This design comes from an exercise in tuning for small area, a short achievable clock period and few clock cycles per item on the open sky130 flow, not from production work. Only simulation tests tie the RTL to the original design; equivalence was not proved.

==> flow/design.v <==
`default_nettype none
package aes_pkg;
	localparam int unsigned AES_NB = 4;
	localparam int unsigned AES_NR = 10;
	localparam int unsigned AES_BLOCK_W = 128;
	localparam int unsigned AES_WORD_W = 32;
	localparam int unsigned AES_BYTE_W = 8;
	typedef logic [AES_BYTE_W-1:0] aes_byte_t;
	typedef logic [AES_WORD_W-1:0] aes_word_t;
	typedef logic [$clog2(AES_NR+1)-1:0] aes_round_t;
	localparam aes_byte_t AES_RCON_INIT = 8'h01;
	localparam aes_byte_t AES_REDUCE = 8'h1b;
	typedef logic [AES_BLOCK_W-1:0] aes_block_u;
	function automatic aes_byte_t aes_xtime(input aes_byte_t b);
		aes_byte_t shifted;
		shifted = {b[AES_BYTE_W-2:0], 1'b0};
		aes_xtime = b[AES_BYTE_W-1] ? (shifted ^ AES_REDUCE) : shifted;
	endfunction
endpackage
`default_nettype wire
`default_nettype none
module aes_sbox_nl (
	input  wire [7:0]  byte_i,
	output wire [17:0] prod_n_o
);
	wire U0, U1, U2, U3, U4, U5, U6, U7;
	assign {U0, U1, U2, U3, U4, U5, U6, U7} = byte_i;
	wire T1, T2, T3, T4, T5, T6, T7, T8, T9, T10;
	wire T11, T12, T13, T14, T15, T16, T17, T18, T19, T20;
	wire T21, T22, T23, T24, T25, T26, T27, M1, M2, M3;
	wire M4, M5, M6, M7, M8, M9, M10, M11, M12, M13;
	wire M14, M15, M16, M17, M18, M19, M20, M21, M22, M23;
	wire M24, M25, M26, M27, M28, M29, M30, M31, M32, M33;
	wire M34, M35, M36, M37, M38, M39, M40, M41, M42, M43;
	wire M44, M45, M46, M47, M48, M49, M50, M51, M52, M53;
	wire M54, M55, M56, M57, M58, M59, M60, M61, M62, M63;
	aes_xor2 g0 (.a(U0), .b(U3), .y(T1));
	aes_xor2 g1 (.a(U0), .b(U5), .y(T2));
	aes_xor2 g2 (.a(U0), .b(U6), .y(T3));
	aes_xor2 g3 (.a(U3), .b(U5), .y(T4));
	aes_xor2 g4 (.a(U4), .b(U6), .y(T5));
	aes_xor2 g5 (.a(T1), .b(T5), .y(T6));
	aes_xor2 g6 (.a(U1), .b(U2), .y(T7));
	aes_xor2 g7 (.a(U7), .b(T6), .y(T8));
	aes_xor2 g8 (.a(U7), .b(T7), .y(T9));
	aes_xor2 g9 (.a(T6), .b(T7), .y(T10));
	aes_xor2 g10 (.a(U1), .b(U5), .y(T11));
	aes_xor2 g11 (.a(U2), .b(U5), .y(T12));
	aes_xor2 g12 (.a(T3), .b(T4), .y(T13));
	aes_xor2 g13 (.a(T6), .b(T11), .y(T14));
	aes_xor2 g14 (.a(T5), .b(T11), .y(T15));
	aes_xor2 g15 (.a(T5), .b(T12), .y(T16));
	aes_xor2 g16 (.a(T9), .b(T16), .y(T17));
	aes_xor2 g17 (.a(U3), .b(U7), .y(T18));
	aes_xor2 g18 (.a(T7), .b(T18), .y(T19));
	aes_xor2 g19 (.a(T1), .b(T19), .y(T20));
	aes_xor2 g20 (.a(U6), .b(U7), .y(T21));
	aes_xor2 g21 (.a(T7), .b(T21), .y(T22));
	aes_xor2 g22 (.a(T2), .b(T22), .y(T23));
	aes_xor2 g23 (.a(T2), .b(T10), .y(T24));
	aes_xor2 g24 (.a(T20), .b(T17), .y(T25));
	aes_xor2 g25 (.a(T3), .b(T16), .y(T26));
	aes_xor2 g26 (.a(T1), .b(T12), .y(T27));
	aes_nand2 g27 (.a(T13), .b(T6), .y(M1));
	aes_nand2 g28 (.a(T23), .b(T8), .y(M2));
	aes_xnor2 g29 (.a(T14), .b(M1), .y(M3));
	aes_nand2 g30 (.a(T19), .b(U7), .y(M4));
	aes_xor2 g31 (.a(M4), .b(M1), .y(M5));
	aes_nand2 g32 (.a(T3), .b(T16), .y(M6));
	aes_nand2 g33 (.a(T22), .b(T9), .y(M7));
	aes_xnor2 g34 (.a(T26), .b(M6), .y(M8));
	aes_nand2 g35 (.a(T20), .b(T17), .y(M9));
	aes_xor2 g36 (.a(M9), .b(M6), .y(M10));
	aes_nand2 g37 (.a(T1), .b(T15), .y(M11));
	aes_nand2 g38 (.a(T4), .b(T27), .y(M12));
	aes_xor2 g39 (.a(M12), .b(M11), .y(M13));
	aes_nand2 g40 (.a(T2), .b(T10), .y(M14));
	aes_xor2 g41 (.a(M14), .b(M11), .y(M15));
	aes_xnor2 g42 (.a(M3), .b(M2), .y(M16));
	aes_xor2 g43 (.a(M5), .b(T24), .y(M17));
	aes_xnor2 g44 (.a(M8), .b(M7), .y(M18));
	aes_xor2 g45 (.a(M10), .b(M15), .y(M19));
	aes_xor2 g46 (.a(M16), .b(M13), .y(M20));
	aes_xor2 g47 (.a(M17), .b(M15), .y(M21));
	aes_xor2 g48 (.a(M18), .b(M13), .y(M22));
	aes_xor2 g49 (.a(M19), .b(T25), .y(M23));
	aes_xnor2 g50 (.a(M22), .b(M23), .y(M24));
	aes_nand2 g51 (.a(M22), .b(M20), .y(M25));
	aes_xor2 g52 (.a(M21), .b(M25), .y(M26));
	aes_xnor2 g53 (.a(M20), .b(M21), .y(M27));
	aes_xor2 g54 (.a(M23), .b(M25), .y(M28));
	aes_nor2 g55 (.a(M28), .b(M27), .y(M29));
	aes_nor2 g56 (.a(M26), .b(M24), .y(M30));
	aes_nand2 g57 (.a(M20), .b(M23), .y(M31));
	aes_nor2 g58 (.a(M27), .b(M31), .y(M32));
	aes_xor2 g59 (.a(M27), .b(M25), .y(M33));
	aes_nand2 g60 (.a(M21), .b(M22), .y(M34));
	aes_nor2 g61 (.a(M24), .b(M34), .y(M35));
	aes_xor2 g62 (.a(M24), .b(M25), .y(M36));
	aes_xor2 g63 (.a(M21), .b(M29), .y(M37));
	aes_xor2 g64 (.a(M32), .b(M33), .y(M38));
	aes_xor2 g65 (.a(M23), .b(M30), .y(M39));
	aes_xor2 g66 (.a(M35), .b(M36), .y(M40));
	aes_xor2 g67 (.a(M38), .b(M40), .y(M41));
	aes_xor2 g68 (.a(M37), .b(M39), .y(M42));
	aes_xor2 g69 (.a(M37), .b(M38), .y(M43));
	aes_xor2 g70 (.a(M39), .b(M40), .y(M44));
	aes_xor2 g71 (.a(M42), .b(M41), .y(M45));
	aes_nand2 g72 (.a(M44), .b(T6), .y(M46));
	aes_nand2 g73 (.a(M40), .b(T8), .y(M47));
	aes_nand2 g74 (.a(M39), .b(U7), .y(M48));
	aes_nand2 g75 (.a(M43), .b(T16), .y(M49));
	aes_nand2 g76 (.a(M38), .b(T9), .y(M50));
	aes_nand2 g77 (.a(M37), .b(T17), .y(M51));
	aes_nand2 g78 (.a(M42), .b(T15), .y(M52));
	aes_nand2 g79 (.a(M45), .b(T27), .y(M53));
	aes_nand2 g80 (.a(M41), .b(T10), .y(M54));
	aes_nand2 g81 (.a(M44), .b(T13), .y(M55));
	aes_nand2 g82 (.a(M40), .b(T23), .y(M56));
	aes_nand2 g83 (.a(M39), .b(T19), .y(M57));
	aes_nand2 g84 (.a(M43), .b(T3), .y(M58));
	aes_nand2 g85 (.a(M38), .b(T22), .y(M59));
	aes_nand2 g86 (.a(M37), .b(T20), .y(M60));
	aes_nand2 g87 (.a(M42), .b(T1), .y(M61));
	aes_nand2 g88 (.a(M45), .b(T4), .y(M62));
	aes_nand2 g89 (.a(M41), .b(T2), .y(M63));
	assign prod_n_o = {M46, M47, M48, M49, M50, M51, M52, M53, M54, M55, M56, M57, M58, M59, M60, M61, M62, M63};
endmodule
module aes_sbox_lin (
	input  wire [17:0] prod_n_i,
	output wire [7:0]  byte_o
);
	wire M46, M47, M48, M49, M50, M51, M52, M53, M54, M55;
	wire M56, M57, M58, M59, M60, M61, M62, M63;
	assign {M46, M47, M48, M49, M50, M51, M52, M53, M54, M55, M56, M57, M58, M59, M60, M61, M62, M63} = prod_n_i;
	wire L0, L1, L2, L3, L4, L5, L6, L7, L8, L9;
	wire L10, L11, L12, L13, L14, L15, L16, L17, L18, L19;
	wire L20, L21, L22, L23, L24, L25, L26, L27, L28, L29;
	wire S0, S1, S2, S3, S4, S5, S6, S7;
	aes_xor2 g0 (.a(M61), .b(M62), .y(L0));
	aes_xor2 g1 (.a(M50), .b(M56), .y(L1));
	aes_xor2 g2 (.a(M46), .b(M48), .y(L2));
	aes_xor2 g3 (.a(M47), .b(M55), .y(L3));
	aes_xor2 g4 (.a(M54), .b(M58), .y(L4));
	aes_xor2 g5 (.a(M49), .b(M61), .y(L5));
	aes_xnor2 g6 (.a(M62), .b(L5), .y(L6));
	aes_xnor2 g7 (.a(M46), .b(L3), .y(L7));
	aes_xor2 g8 (.a(M51), .b(M59), .y(L8));
	aes_xor2 g9 (.a(M52), .b(M53), .y(L9));
	aes_xnor2 g10 (.a(M53), .b(L4), .y(L10));
	aes_xnor2 g11 (.a(M60), .b(L2), .y(L11));
	aes_xor2 g12 (.a(M48), .b(M51), .y(L12));
	aes_xnor2 g13 (.a(M50), .b(L0), .y(L13));
	aes_xor2 g14 (.a(M52), .b(M61), .y(L14));
	aes_xnor2 g15 (.a(M55), .b(L1), .y(L15));
	aes_xnor2 g16 (.a(M56), .b(L0), .y(L16));
	aes_xnor2 g17 (.a(M57), .b(L1), .y(L17));
	aes_xnor2 g18 (.a(M58), .b(L8), .y(L18));
	aes_xnor2 g19 (.a(M63), .b(L4), .y(L19));
	aes_xor2 g20 (.a(L0), .b(L1), .y(L20));
	aes_xor2 g21 (.a(L1), .b(L7), .y(L21));
	aes_xor2 g22 (.a(L3), .b(L12), .y(L22));
	aes_xor2 g23 (.a(L18), .b(L2), .y(L23));
	aes_xor2 g24 (.a(L15), .b(L9), .y(L24));
	aes_xor2 g25 (.a(L6), .b(L10), .y(L25));
	aes_xor2 g26 (.a(L7), .b(L9), .y(L26));
	aes_xor2 g27 (.a(L8), .b(L10), .y(L27));
	aes_xor2 g28 (.a(L11), .b(L14), .y(L28));
	aes_xor2 g29 (.a(L11), .b(L17), .y(L29));
	aes_xor2 g30 (.a(L6), .b(L24), .y(S0));
	aes_xnor2 g31 (.a(L16), .b(L26), .y(S1));
	aes_xnor2 g32 (.a(L19), .b(L28), .y(S2));
	aes_xor2 g33 (.a(L6), .b(L21), .y(S3));
	aes_xor2 g34 (.a(L20), .b(L22), .y(S4));
	aes_xor2 g35 (.a(L25), .b(L29), .y(S5));
	aes_xnor2 g36 (.a(L13), .b(L27), .y(S6));
	aes_xnor2 g37 (.a(L6), .b(L23), .y(S7));
	assign byte_o = {S0, S1, S2, S3, S4, S5, S6, S7};
endmodule
module aes_sbox (
	input  wire [7:0] byte_i,
	output wire [7:0] byte_o
);
	wire [17:0] prod_n;
	aes_sbox_nl nl_i (.byte_i(byte_i), .prod_n_o(prod_n));
	aes_sbox_lin lin_i (.prod_n_i(prod_n), .byte_o(byte_o));
endmodule
module aes_xor2 (
	input  wire a,
	input  wire b,
	output wire y
);
	assign y = a ^ b;
endmodule
module aes_xnor2 (
	input  wire a,
	input  wire b,
	output wire y
);
	assign y = ~(a ^ b);
endmodule
module aes_nand2 (
	input  wire a,
	input  wire b,
	output wire y
);
	assign y = ~(a & b);
endmodule
module aes_nor2 (
	input  wire a,
	input  wire b,
	output wire y
);
	assign y = ~(a | b);
endmodule
`default_nettype wire
`default_nettype none
module aes_round (
	input  wire aes_pkg::aes_block_u sub_i,
	input  wire aes_pkg::aes_block_u round_key_i,
	output aes_pkg::aes_block_u      state_o,
	output aes_pkg::aes_block_u      final_o
);
	function automatic aes_pkg::aes_word_t mix_column(input aes_pkg::aes_word_t col);
		aes_pkg::aes_byte_t a0;
		aes_pkg::aes_byte_t a1;
		aes_pkg::aes_byte_t a2;
		aes_pkg::aes_byte_t a3;
		aes_pkg::aes_byte_t p01;
		aes_pkg::aes_byte_t p12;
		aes_pkg::aes_byte_t p23;
		aes_pkg::aes_byte_t p30;
		{a0, a1, a2, a3} = col;
		p01 = a0 ^ a1;
		p12 = a1 ^ a2;
		p23 = a2 ^ a3;
		p30 = a3 ^ a0;
		mix_column = {(a1 ^ p23) ^ aes_pkg::aes_xtime(p01), (a2 ^ p30) ^ aes_pkg::aes_xtime(p12),
			(a3 ^ p01) ^ aes_pkg::aes_xtime(p23), (a0 ^ p12) ^ aes_pkg::aes_xtime(p30)};
	endfunction
	aes_pkg::aes_block_u shift_state;
	aes_pkg::aes_block_u mix_state;
	always_comb begin
		for (int c = 0; c < 4; c++) begin
			for (int r = 0; r < 4; r++) begin
				shift_state[127-8*(4*c + r) -: 8] = sub_i[127-8*(4*((c + r) % 4) + r) -: 8];
			end
		end
	end
	always_comb begin
		for (int c = 0; c < 4; c++) begin
			mix_state[127-32*c -: 32] = mix_column(shift_state[127-32*c -: 32]);
		end
	end
	assign state_o = mix_state ^ round_key_i;
	assign final_o = shift_state ^ round_key_i;
endmodule
`default_nettype wire
`default_nettype none
module aes_key_expander (
	input  wire aes_pkg::aes_block_u key_i,
	input  wire aes_pkg::aes_byte_t  rcon_i,
	input  wire aes_pkg::aes_word_t  sub_i,
	output aes_pkg::aes_block_u      key_o
);
	aes_pkg::aes_word_t w01;
	aes_pkg::aes_word_t w23;
	aes_pkg::aes_word_t sub;
	assign sub = sub_i ^ {rcon_i, 24'h000000};
	assign w01 = key_i[127:96] ^ key_i[95:64];
	assign w23 = key_i[63:32] ^ key_i[31:0];
	assign key_o[127:96] = key_i[127:96] ^ sub;
	assign key_o[95:64] = w01 ^ sub;
	assign key_o[63:32] = (w01 ^ key_i[63:32]) ^ sub;
	assign key_o[31:0] = (w01 ^ w23) ^ sub;
endmodule
`default_nettype wire
`default_nettype none
module aes128_enc (
	input  wire                      clock_clk_i,
	input  wire                      arst_n_i,
	input  wire                      in_req_i,
	output logic                     in_ack_o,
	input  wire aes_pkg::aes_block_u plaintext_i,
	input  wire aes_pkg::aes_block_u key_i,
	output logic                     out_req_o,
	input  wire                      out_ack_i,
	output aes_pkg::aes_block_u      ciphertext_o
);
	logic ack_q;
	logic seen_q;         
	logic                a_valid_q;
	logic                a_parked_q;
	logic                a_first_q;
	aes_pkg::aes_byte_t  a_rcon_q;
	aes_pkg::aes_block_u a_state_q;
	aes_pkg::aes_block_u a_key_q;
	logic                b_valid_q;
	logic                b_parked_q;
	logic                b_first_q;
	aes_pkg::aes_byte_t  b_rcon_q;
	logic [16*18-1:0]    b_prod_q;
	aes_pkg::aes_block_u b_key_q;
	logic [4*18-1:0]     b_kprod_q;
	logic                out_full_q;
	logic                out_req_q;
	aes_pkg::aes_block_u ct_q;
	logic [16*18-1:0]    prod;
	logic [4*18-1:0]     kprod;
	aes_pkg::aes_block_u sub_state;
	aes_pkg::aes_word_t  key_sub;
	aes_pkg::aes_block_u round_key;
	aes_pkg::aes_block_u round_out;
	aes_pkg::aes_block_u final_out;
	logic b_final;
	logic b_done;
	logic other_parked;
	logic deliver;
	logic park;
	logic capture;
	assign b_final = b_valid_q && !b_parked_q && b_rcon_q == 8'h36;
	assign b_done = b_final || (b_valid_q && b_parked_q);
	assign other_parked = a_valid_q && a_parked_q;
	assign deliver = b_done && !out_full_q && (!other_parked || (b_parked_q && b_first_q));
	assign park = b_done && !deliver;
	assign capture = seen_q && (!b_valid_q || deliver);
	for (genvar i = 0; i < 16; i++) begin : g_sbox
		aes_sbox_nl sbox_i (
			.byte_i(a_state_q[127-8*i -: 8]),
			.prod_n_o(prod[18*i +: 18])
		);
	end
	for (genvar i = 0; i < 4; i++) begin : g_ksbox
		aes_sbox_nl sbox_i (
			.byte_i(a_key_q[127-8*(12 + (i + 1) % 4) -: 8]),
			.prod_n_o(kprod[18*i +: 18])
		);
	end
	for (genvar i = 0; i < 16; i++) begin : g_sbox_out
		aes_sbox_lin sbox_i (
			.prod_n_i(b_prod_q[18*i +: 18]),
			.byte_o(sub_state[127-8*i -: 8])
		);
	end
	for (genvar i = 0; i < 4; i++) begin : g_ksbox_out
		aes_sbox_lin sbox_i (
			.prod_n_i(b_kprod_q[18*i +: 18]),
			.byte_o(key_sub[31-8*i -: 8])
		);
	end
	aes_key_expander key_expander_i (
		.key_i (b_key_q),
		.rcon_i(b_rcon_q),
		.sub_i (key_sub),
		.key_o (round_key)
	);
	aes_round round_i (
		.sub_i      (sub_state),
		.round_key_i(round_key),
		.state_o    (round_out),
		.final_o    (final_out)
	);
	always_ff @(posedge clock_clk_i or negedge arst_n_i) begin
		if (!arst_n_i) begin
			ack_q <= 1'b0;
			seen_q <= 1'b0;
			a_valid_q <= 1'b0;
			a_parked_q <= 1'b0;
			a_first_q <= 1'b0;
			b_valid_q <= 1'b0;
			b_parked_q <= 1'b0;
			b_first_q <= 1'b0;
			out_full_q <= 1'b0;
			out_req_q <= 1'b0;
		end else begin
			seen_q <= in_req_i && !ack_q && !capture;
			if (capture) begin
				ack_q <= 1'b1;
			end else if (!in_req_i) begin
				ack_q <= 1'b0;
			end
			a_valid_q <= capture || (b_valid_q && !deliver);
			a_parked_q <= park;
			a_first_q <= park && (b_first_q || !other_parked);
			b_valid_q <= a_valid_q;
			b_parked_q <= a_parked_q;
			b_first_q <= a_first_q;
			if (deliver) begin
				out_req_q <= 1'b1;
				out_full_q <= 1'b1;
			end else begin
				if (out_ack_i) begin
					out_req_q <= 1'b0;
				end
				if (!out_req_q && !out_ack_i) begin
					out_full_q <= 1'b0;
				end
			end
		end
	end
	always_ff @(posedge clock_clk_i) begin
		if (capture) begin
			a_state_q <= plaintext_i ^ key_i;
			a_key_q <= key_i;
			a_rcon_q <= 8'h01;
		end else begin
			a_state_q <= round_out;
			if (park) begin
				a_key_q <= b_parked_q ? b_key_q : final_out;
			end else begin
				a_key_q <= round_key;
			end
			a_rcon_q <= aes_pkg::aes_xtime(b_rcon_q);
		end
		b_prod_q <= prod;
		b_key_q <= a_key_q;
		b_kprod_q <= kprod;
		b_rcon_q <= a_rcon_q;
		if (deliver) begin
			ct_q <= b_parked_q ? b_key_q : final_out;
		end
	end
	assign in_ack_o = ack_q;
	assign out_req_o = out_req_q;
	assign ciphertext_o = ct_q;
endmodule
`default_nettype wire
==> flow/run.sh <==
#!/bin/bash
# synth_recipe.tcl (not shown) runs the flow's synth.tcl, then flattens the netlist and writes it again
# the make line also repeats each setting of config.mk as NAME=value (left out here)
make -C /OpenROAD-flow-scripts/flow DESIGN_CONFIG=/design/flow/config.mk WORK_HOME=/design/flow/orfs CLKGATE_MAP_FILE= SYNTH_SCRIPT=/design/flow/synth_recipe.tcl finish
==> flow/config.mk <==
export PLATFORM = sky130hd
export DESIGN_NAME = aes128_enc
export DESIGN_NICKNAME = aes128_enc
export VERILOG_FILES = /design/flow/design.v
export SDC_FILE = /design/flow/constraint.sdc
export NUM_CORES = 4
export LEC_CHECK = 0
export CAP_MARGIN = 20
export CORE_MARGIN = 2
export CORE_UTILIZATION = 40
export SLEW_MARGIN = 20
export SYNTH_HIERARCHICAL = 1
==> flow/constraint.sdc <==
create_clock -name core_clock -period 10.0 [get_ports {clock_clk_i}]
set_input_delay 2.0000 -clock core_clock [delete_from_list [all_inputs] [get_ports {clock_clk_i}]]
set_output_delay 2.0000 -clock core_clock [all_outputs]
set_load 0.01 [all_outputs]
==> run_results.csv <==
group,metric,value,unit
clocking,cts.clk_slew.worst_paths,70,ps
detailed_routing,drt-initial-drc-count,3020,
layout,final_cell_area,64100,um^2
detailed_routing,drt_pre_antenna_iters,5,
sta,maxSlewViolCount,0,
placement,dp_slack,5730,ps
sta,fin_crit,4430,ps
clocking,cts-root-buf,"clkbuf_16",
die,die_area,149000,um^2
flow_run,drv_cap,0,
die,die_w,386,um
grt,grt_usage,0.247,
logic_synthesis,synth.distinct_cells,35,
logic_synthesis,synth_area_per_cell,9.90,um^2
sta,fmax,226,MHz
logic_synthesis,ys_seq_elements,898,
sta,hold_viol,0,
grt,grt_pass1_vias,38500,
status,outcome,"no timing/DRC/antenna violations",
clocking,holdBufCountCts,0,
sta,period_share,0.443,
clocking,cts_buffers,99,
layout,fillCellCount,13900,
layout,area_growth,9.63,%
layout,final_net_count,6036,
layout,layout_common_cells,"xor2_1, xnor2_1, dfxtp_1",
placement,placed_cell_area,60700,um^2
logic_synthesis,yosysSeqAreaShare,0.330,
sta,rsz0062_at_grt,"no",
clocking,cts_tree,"built",
layout,final_cell_count_no_fill,7782,
die,die_h,386,um
grt,grt_pass1_wl,268000,um
detailed_routing,wl,188000,um
detailed_routing,num_vias,38500,
logic_synthesis,yosys_warnings,8,
placement,io_buffers,389,
clocking,h-tree-depth,3,
logic_synthesis,syn_inst,5908,
layout,drive_gt1_frac,0.0723,
clocking,cts_setup_buffers,0,
sta,tightest_slew,1230,ps
layout,layout_commonest_cell,"xor2_1",
critical_path,crit_path_end_kind,"flip-flop",
die,row_count,140,
placement,dp.cells,7592,
critical_path,path_class,"reg -> reg",
sta,clock_skew,38.2,ps
grt,antenna_found_initial,8,
critical_path,crit_arrival,4990,ps
detailed_routing,via_per_inst,4.94,
sta,setup-tns-final,0,ps
critical_path,cp-start-kind,"flip-flop",
worst_hold_path,hold_class,"reg -> reg",
clocking,cts.sinks,898,
logic_synthesis,syn_nets,6168,
placement,place.gp.congestion,0.955,
critical_path,required,10560,ps
placement,dp_hpwl,149000,um
sta,finalSetupViolCount,0,
die,start_util,0.402,
clocking,clk_latency,710,ps
logic_synthesis,syn_area,58500,um^2
detailed_routing,avgRoutedWirePerCell,24.1,um
die,coreArea,145000,um^2
critical_path,cp_max_fo,5,
detailed_routing,drtAntennaViolNets,0,
detailed_routing,drc,0,
grt,overflow,0,
grt,grt_max_degree,145,
clocking,cts-resized-gates,0,
die,io_pins,390,
clocking,clk_path_buf_depth,3,
sta,fin_ws,5570,ps
sta,slew-limit-headroom,0.180,
-- layout make-up --
class	count	area, um^2	share of cell area
repair buffers	441	4310	0.0672
clock inverters	54	652	0.0102
multi-input cells	4204	34100	0.532
clock buffers	132	2800	0.0436
diodes	4	10.0	0.000156
flip-flops and latches	898	19300	0.301
well taps	1917	2400	0.0374
inverters	132	495	0.00773
-- synth_stat cells (all sizes together) --
cell,instances,share of area
edfxtp,128,0.066
xnor2,914,0.14
a211oi,1,0.00013
buf,555,0.071
and2,5,0.00053
o211ai,128,0.016
nand3,1,0.000085
a21o,2,0.00026
o22ai,1,0.00011
mux2,256,0.049
clkbuf,119,0.0077
o31ai,128,0.016
and4b,1,0.00017
dfrtp,10,0.0043
nand2b,3,0.00032
xor2,1913,0.29
nand2,605,0.039
a21oi,6,0.00051
dfxtp,760,0.26
nor4b,1,0.00026
inv,132,0.0085
o21ai,3,0.00026
xor3,24,0.010
nor2,82,0.0053
o31a,1,0.00015
and3b,1,0.00015
nand4,128,0.014
-- modules after synthesis (local to each module, per instance) --
module            area, um^2  copies in the design  flip-flops and latches
aes128_enc             27400                     1                     898
aes_round               6280                     1                       0
aes_key_expander        1900                     1                       0
aes_sbox_nl              135                    20                       0
aes_sbox_lin            60.1                    20                       0
aes_xnor2               8.76                   400                       0
aes_xor2                8.76                  1480                       0
aes_nand2               3.75                   600                       0
aes_nor2                3.75                    80                       0
-- sequential cells by signal, indices dropped and copies added, names as in the netlist, 8 cells and up --
name and cells:
a_rcon_q 8, b_kprod_q 72, b_rcon_q 8, ct_q 128
b_key_q 128, b_prod_q 288, a_key_q 128, a_state_q 128
-- routing by layer --
| layer | global-route usage | part of all wire |
|---|---|---|
| met1 | 0.328 | 0.43 |
| met2 | 0.381 | 0.43 |
| met3 | 0.0444 | 0.075 |
| met4 | 0.128 | 0.058 |
| met5 | 0 | 0.00030 |
-- path summary, 6_finish.rpt --
path,start,endpoint,slack (ps),cells after the start
max,a_state_q[111],b_prod_q[37],5570,13
min,a_key_q[118],b_key_q[118],310,0
max reg2reg,a_state_q[111],b_prod_q[37],5570,13
min reg2reg,a_key_q[118],b_key_q[118],310,0
max in group asynchronous,arst_n_i,b_valid_q,8030,1
min in group asynchronous,arst_n_i,out_full_q,1630,1
-- worst max-delay path, cell delays in order (launching register included) --
cell and delay [ps]:
dfxtp_1 480, xor2_1 470, xor2_1 470, xor2_1 360, nand2_1 110, xor2_1 270
xor2_1 210, xor2_1 420, xnor2_1 250, xor2_1 220, xor2_1 400, xor2_1 290
xor2_1 220, nand2_1 70
-- logic make-up (layout without fill, tap and decap cells) --
kind of cell | after synthesis | in the layout | share of synthesized area
AOI/OAI and AO/OA | 270 | 270 | 0.0343
DFF | 898 | 898 | 0.330
xor gates and xnor gates | 2851 | 2851 | 0.439
and+or+nand+nor | 827 | 827 | 0.0593
muxes | 256 | 256 | 0.0493
other | 0 | 4 | 0
buffers and inverters | 806 | 759 | 0.0876
-- per-stage QoR --
| step | hold slack, ps | util |
|---|---|---|
| detailed placement | 312 | 0.417 |
| CTS | 321 | 0.441 |
| global route | 326 | 0.441 |
| floorplan | 310 | - |
| finish | 305 | 0.441 |
| global placement | 310 | 0.417 |
Testbench counts, summed over its fixed seeds: cycles 3,880, items 384.

-- port drivers added, routing unchanged --
Ports are ideal in the flow. The routed layout listed here was re-timed in OpenROAD. Step 1: set_driving_cell puts a clkbuf_16 on clock_clk_i and a buf_2 on each other input, an assumption about the parent block. Step 2 times the ports against the registers' clock, not the clock port: input delays grow and output delays shrink by t, the midpoint of the rising clock arrivals with the driver on. a / b / c = ideal / step 1 / step 2; a / b = the first two.
t (ns): 0.770
setup WS [ns]: 5.573 / 5.573 / 5.573
slew at the worst register clock pin (ns): 0.07 / 0.07
After both steps this run still meets setup and hold. The setup slack of this run moves by 0.000 ns with the drivers and by 0.000 ns with both steps.
